From an optimization exercise on the open Yosys and OpenROAD flow, aimed at small area and a short achievable clock period; shortcuts taken in it are not production practice.
RTL that was checked went through simulation tests only; none was proved equivalent to the original.
Power figures rest on the tool's default switching activity, not on a simulated workload.

== v5 ==
==> module can_tx_mailbox, before the edit <==
module can_tx_mailbox
#(
    parameter  int NUM_MB    = 10,
    parameter  int ID_W      = 11,
    parameter  int MAX_RETRY = 16,
    localparam int MBW       = $clog2(NUM_MB)
) (
    input  logic              clk,
    input  logic              g_rst,
    input  logic              hdr_ld,
    input  logic [ID_W-1:0]   hdr_id,
    input  logic              hdr_rtr,
    input  logic [3:0]        hdr_dlc,
    input  logic              wr_en,
    input  logic [MBW-1:0]    wr_mb,
    input  logic [2:0]        wr_idx,
    input  logic [7:0]        data_in,
    input  logic [NUM_MB-1:0] tx_buff_ld,
    output logic [NUM_MB-1:0] mb_pending,
    output logic              tx_buff_busy,
    output logic              tx_done,
    output logic [MBW-1:0]    tx_done_mb,
    output logic              tx_err,
    output logic              frame_gen_intl,
    input  logic              fg_ack,
    output logic [ID_W-1:0]   tx_id,
    output logic              tx_rtr,
    output logic [3:0]        tx_dlc,
    output logic [63:0]       tx_data,
    output logic [MBW-1:0]    tx_mb,
    input  logic              tx_success,
    input  logic              tx_fail
);
    if (NUM_MB < 2 || NUM_MB > 16 || ID_W < 1 || ID_W > can_tx_pkg::MAX_ID_W || MAX_RETRY < 1) begin : g_param_check
        $error("can_tx_mailbox: parameter out of range");
    end
    localparam int HW = ID_W + 1 + 4;           
    logic [NUM_MB-1:0]               pending_q;
    logic [NUM_MB-1:0][ID_W-1:0]     hdr_id_q;
    logic [NUM_MB-1:0]               hdr_rtr_q;
    logic [NUM_MB-1:0][3:0]          hdr_dlc_q;
    logic [NUM_MB-1:0][63:0]         data_q;
    logic [NUM_MB-1:0]               win;       
    logic [NUM_MB-1:0]               rd_sel;    
    logic [MBW-1:0]                  win_idx;
    logic [ID_W-1:0]                 tx_id_q;
    logic                            tx_rtr_q;
    logic [3:0]                      tx_dlc_q;
    logic [63:0]                     tx_data_q;
    logic [MBW-1:0]                  tx_mb_q;
    logic                            tx_done_q, busy_q;
    logic                            tx_ok, tx_bad, drop, retire;
    logic [NUM_MB-1:0]               mb_sel;    
    logic [NUM_MB-1:0]               pending_d;
    can_tx_prio_sel #(.NUM_MB(NUM_MB), .ID_W(ID_W)) u_prio_sel (
        .pending_i (pending_q),
        .ids_i     (hdr_id_q),
        .win_o     (win)
    );
    logic arb_q, req_q, wait_q;
    assign tx_ok  = wait_q && tx_success;
    assign tx_bad = wait_q && !tx_success && tx_fail;
    always_ff @(posedge clk) begin
        if (!g_rst) begin
            arb_q  <= 1'b0;
            req_q  <= 1'b0;
            wait_q <= 1'b0;
        end else begin
            arb_q  <= !arb_q && !req_q && !wait_q && (|pending_q);
            req_q  <= arb_q || (req_q && !fg_ack);
            wait_q <= (req_q && fg_ack) || (wait_q && !tx_success && !tx_fail);
        end
    end
    always_comb begin
        for (int i = 0; i < NUM_MB; i++) mb_sel[i] = (tx_mb_q == MBW'(i));
    end
    localparam int RW = $clog2(MAX_RETRY);
    logic [NUM_MB-1:0][RW-1:0] retry_q;
    logic [RW-1:0]             retry_cur, retry_nxt;
    logic                      tx_err_q;
    assign retry_cur = retry_q[tx_mb_q];
    assign drop      = tx_bad && (retry_cur == RW'(MAX_RETRY - 1));
    assign retire    = tx_ok || drop;
    assign retry_nxt = (!g_rst || retire) ? '0 : RW'(retry_cur + 1'b1);
    always_ff @(posedge clk) begin
        for (int i = 0; i < NUM_MB; i++) begin
            if (!g_rst || (mb_sel[i] && (tx_ok || tx_bad))) retry_q[i] <= retry_nxt;
        end
    end
    always_ff @(posedge clk) begin
        if (!g_rst) tx_err_q <= 1'b0;
        else        tx_err_q <= drop;
    end
    assign tx_err = tx_err_q;
    always_comb begin
        for (int i = 0; i < NUM_MB; i++) begin
            pending_d[i] = g_rst && (pending_q[i] || tx_buff_ld[i]) && !(retire && mb_sel[i]);
        end
    end
    always_ff @(posedge clk) begin
        pending_q <= pending_d;
        busy_q    <= |pending_d;
    end
    always_ff @(posedge clk) begin
        if (!g_rst) tx_done_q <= 1'b0;
        else        tx_done_q <= tx_ok;
    end
    logic [7:0]      wd_data;
    logic [ID_W-1:0] wd_id;
    logic            wd_rtr;
    logic [3:0]      wd_dlc;
    assign wd_data = data_in & {8{g_rst}};
    assign wd_id   = hdr_id  & {ID_W{g_rst}};
    assign wd_rtr  = hdr_rtr & g_rst;
    assign wd_dlc  = hdr_dlc & {4{g_rst}};
    logic [NUM_MB-1:0] mb_ok;
    logic [7:0]        by_en;
    always_comb begin
        for (int i = 0; i < NUM_MB; i++) mb_ok[i] = (wr_mb == MBW'(i)) && !pending_q[i];
        for (int k = 0; k < 8; k++)      by_en[k] = wr_en && (wr_idx == 3'(k));
    end
    always_ff @(posedge clk) begin
        for (int i = 0; i < NUM_MB; i++) begin
            if (!g_rst || (mb_ok[i] && hdr_ld)) begin
                hdr_id_q[i]  <= wd_id;
                hdr_rtr_q[i] <= wd_rtr;
                hdr_dlc_q[i] <= wd_dlc;
            end
            for (int k = 0; k < 8; k++) begin
                if (!g_rst || (mb_ok[i] && by_en[k])) data_q[i][8*k +: 8] <= wd_data;
            end
        end
    end
    assign rd_sel = arb_q ? win : mb_sel;
    always_comb begin
        win_idx = '0;
        for (int i = 0; i < NUM_MB; i++) if (win[i]) win_idx = win_idx | MBW'(i);
    end
    always_ff @(posedge clk) begin
        if (arb_q) tx_mb_q <= win_idx;
    end
    logic [MBW-1:0] tx_mb_o_q, rd_enc;
    always_comb begin
        rd_enc = '0;
        for (int i = 0; i < NUM_MB; i++) if (rd_sel[i]) rd_enc = rd_enc | MBW'(i);
    end
    always_ff @(posedge clk) tx_mb_o_q <= rd_enc;
    always_ff @(posedge clk) begin
        logic [ID_W-1:0] id_m;
        logic            rtr_m;
        logic [3:0]      dlc_m;
        logic [63:0]     data_m;
        id_m = '0; rtr_m = 1'b0; dlc_m = '0; data_m = '0;
        for (int i = 0; i < NUM_MB; i++) begin
            id_m   = id_m   | (hdr_id_q[i]  & {ID_W{rd_sel[i]}});
            rtr_m  = rtr_m  | (hdr_rtr_q[i] & rd_sel[i]);
            dlc_m  = dlc_m  | (hdr_dlc_q[i] & {4{rd_sel[i]}});
            data_m = data_m | (data_q[i]    & {64{rd_sel[i]}});
        end
        tx_id_q   <= id_m;
        tx_rtr_q  <= rtr_m;
        tx_dlc_q  <= dlc_m;
        tx_data_q <= data_m;
    end
    assign mb_pending     = pending_q;
    assign tx_buff_busy   = busy_q;
    assign tx_done        = tx_done_q;
    assign tx_done_mb     = tx_mb_o_q;
    assign frame_gen_intl = req_q;
    assign tx_id          = tx_id_q;
    assign tx_rtr         = tx_rtr_q;
    assign tx_dlc         = tx_dlc_q;
    assign tx_data        = tx_data_q;
    assign tx_mb          = tx_mb_o_q;
endmodule
export LEC_CHECK = 0
export ABC_AREA = 1
export CAP_MARGIN = 20
export CORE_MARGIN = 2
export CORE_UTILIZATION = 60
export CTS_BUF_LIST = sky130_fd_sc_hd__clkbuf_16
export CTS_CLUSTER_DIAMETER = 100
export CTS_CLUSTER_SIZE = 24
export SLEW_MARGIN = 20
create_clock -name core_clock -period 25.0 [get_ports {clk}]
standard.sh (not shown) runs the stock make flow with config.mk's settings and CLKGATE_MAP_FILE= SYNTH_SCRIPT=/design/flow/synth_recipe.tcl, a recipe that flattens the netlist after the stock synthesis.
==> flow/flow/run.sh <==
#!/bin/bash
# Layout flow: the standard ORFS flow run unchanged except for:
#  - synthesis maps the logic with flow/abc_area.script (ABC dc2 and dch choices, then the &nf mapper, twice)
#    in place of ORFS's abc_area.script; the rest of synthesis is the standard one,
#    so the registers are exactly the standard synthesis's;
#  - port buffers use buf_2 instead of the resizer's default pick;
#  - the resizer's setup repair (floorplan, CTS and global-route steps) aims for
#    MARGIN ns of slack, so it also shortens paths that already meet 25 ns. The SDC,
#    clock period and I/O delays stay the design's.
# Each tool's output goes to its own log file in the work folder.
set -euo pipefail
MARGIN=18.8
W=$PWD
rm -rf "$W/scripts_abc"
cp -r "$FLOW_HOME/scripts" "$W/scripts_abc"
cp flow/abc_area.script "$W/scripts_abc/abc_area.script"
bash standard.sh SCRIPTS_DIR="$W/scripts_abc" synth > synth.log 2>&1
bash standard.sh \
  BUFFER_PORTS_ARGS="-buffer_cell sky130_fd_sc_hd__buf_2" \
  SETUP_SLACK_MARGIN="$MARGIN" \
  finish > layout.log 2>&1
test -s out/final.def
==> flow/flow/abc_area.script <==
strash
dc2
dch -f
&get -n
&nf
&put
strash
dch -f
&get -n
&nf
&put
topo
stime -c
buffer -c
upsize -c
dnsize -c
The inputs of v39 differ from those of v5 as listed below.
--- a/flow/design.v
+++ b/flow/design.v
@@ -169,21 +169,17 @@
     assign wd_id   = hdr_id  & {ID_W{g_rst}};
     assign wd_rtr  = hdr_rtr & g_rst;
     assign wd_dlc  = hdr_dlc & {4{g_rst}};
-    logic [NUM_MB-1:0] mb_ok;
-    logic [7:0]        by_en;
-    always_comb begin
-        for (int i = 0; i < NUM_MB; i++) mb_ok[i] = (wr_mb == MBW'(i)) && !pending_q[i];
-        for (int k = 0; k < 8; k++)      by_en[k] = wr_en && (wr_idx == 3'(k));
-    end
-    always_ff @(posedge clk) begin
-        for (int i = 0; i < NUM_MB; i++) begin
-            if (!g_rst || (mb_ok[i] && hdr_ld)) begin
+    always_ff @(posedge clk) begin
+        for (int i = 0; i < NUM_MB; i++) begin
+            logic mb_wr;
+            mb_wr = (wr_mb == MBW'(i)) && !pending_q[i];
+            if (!g_rst || (mb_wr && hdr_ld)) begin
                 hdr_id_q[i]  <= wd_id;
                 hdr_rtr_q[i] <= wd_rtr;
                 hdr_dlc_q[i] <= wd_dlc;
             end
             for (int k = 0; k < 8; k++) begin
-                if (!g_rst || (mb_ok[i] && by_en[k])) data_q[i][8*k +: 8] <= wd_data;
+                if (!g_rst || (mb_wr && wr_en && wr_idx == 3'(k))) data_q[i][8*k +: 8] <= wd_data;
             end
         end
     end
@@ -195,12 +191,6 @@
     always_ff @(posedge clk) begin
         if (arb_q) tx_mb_q <= win_idx;
     end
-    logic [MBW-1:0] tx_mb_o_q, rd_enc;
-    always_comb begin
-        rd_enc = '0;
-        for (int i = 0; i < NUM_MB; i++) if (rd_sel[i]) rd_enc = rd_enc | MBW'(i);
-    end
-    always_ff @(posedge clk) tx_mb_o_q <= rd_enc;
     always_ff @(posedge clk) begin
         logic [ID_W-1:0] id_m;
         logic            rtr_m;
@@ -221,11 +211,11 @@
     assign mb_pending     = pending_q;
     assign tx_buff_busy   = busy_q;
     assign tx_done        = tx_done_q;
-    assign tx_done_mb     = tx_mb_o_q;
+    assign tx_done_mb     = tx_mb_q;
     assign frame_gen_intl = req_q;
     assign tx_id          = tx_id_q;
     assign tx_rtr         = tx_rtr_q;
     assign tx_dlc         = tx_dlc_q;
     assign tx_data        = tx_data_q;
-    assign tx_mb          = tx_mb_o_q;
+    assign tx_mb          = tx_mb_q;
 endmodule
## What came out
- Across both runs, combinational power was higher for v39 than for v5.
- Looking at kind of critical path, the input port to flop result is from v5; the flop to output pin one comes from v39.
- Wire length after detailed routing: v39 vs v5 up 0.76%
- Between v39 and v5, the difference in initial standard-cell utilization of the core is negligible.
- Final period demand of the worst path for v39 is higher than for v5.
- v39 and v5 ended up with roughly the same power.
- v39 vs. v5: number of global-route vias before repair climbed 3.8%; post-layout utilization of the core dropped 0.77 points; global-route wire length before repair climbed 0.92%.
For v5, only the layout was checked, not whether the RTL still works.

-- static timing again, ports no longer ideal --
How much do the figures lean on ideal ports? The routed layouts below were timed once more, with nothing changed but the port constraints.
Step 1 assumes that a clkbuf_16 drives the clock port and a buf_2 every other input.
Step 2 adds t to the input delays and takes it off the output delays; t is the mean of the earliest and latest rising clock arrival at the registers after step 1. Input paths then give back, and output paths get back, about the clock's delay inside the block.
Slacks: no drivers / after step 1 / after step 2; pairs: no drivers / after step 1.
run	t (ns)	slack for setup (ns)	latest minus earliest clock arrival (ns)	cell pins on the clock port's net
v5	0.660	18.727 / 18.717 / 18.057	0.023 / 0.024	1
v39	0.671	18.666 / 18.606 / 18.049	0.022 / 0.023	1
After both steps setup and hold are still met in every run listed. For v5, which loses most, drivers alone change the setup slack by -0.010 ns; drivers and shift together by -0.670 ns.
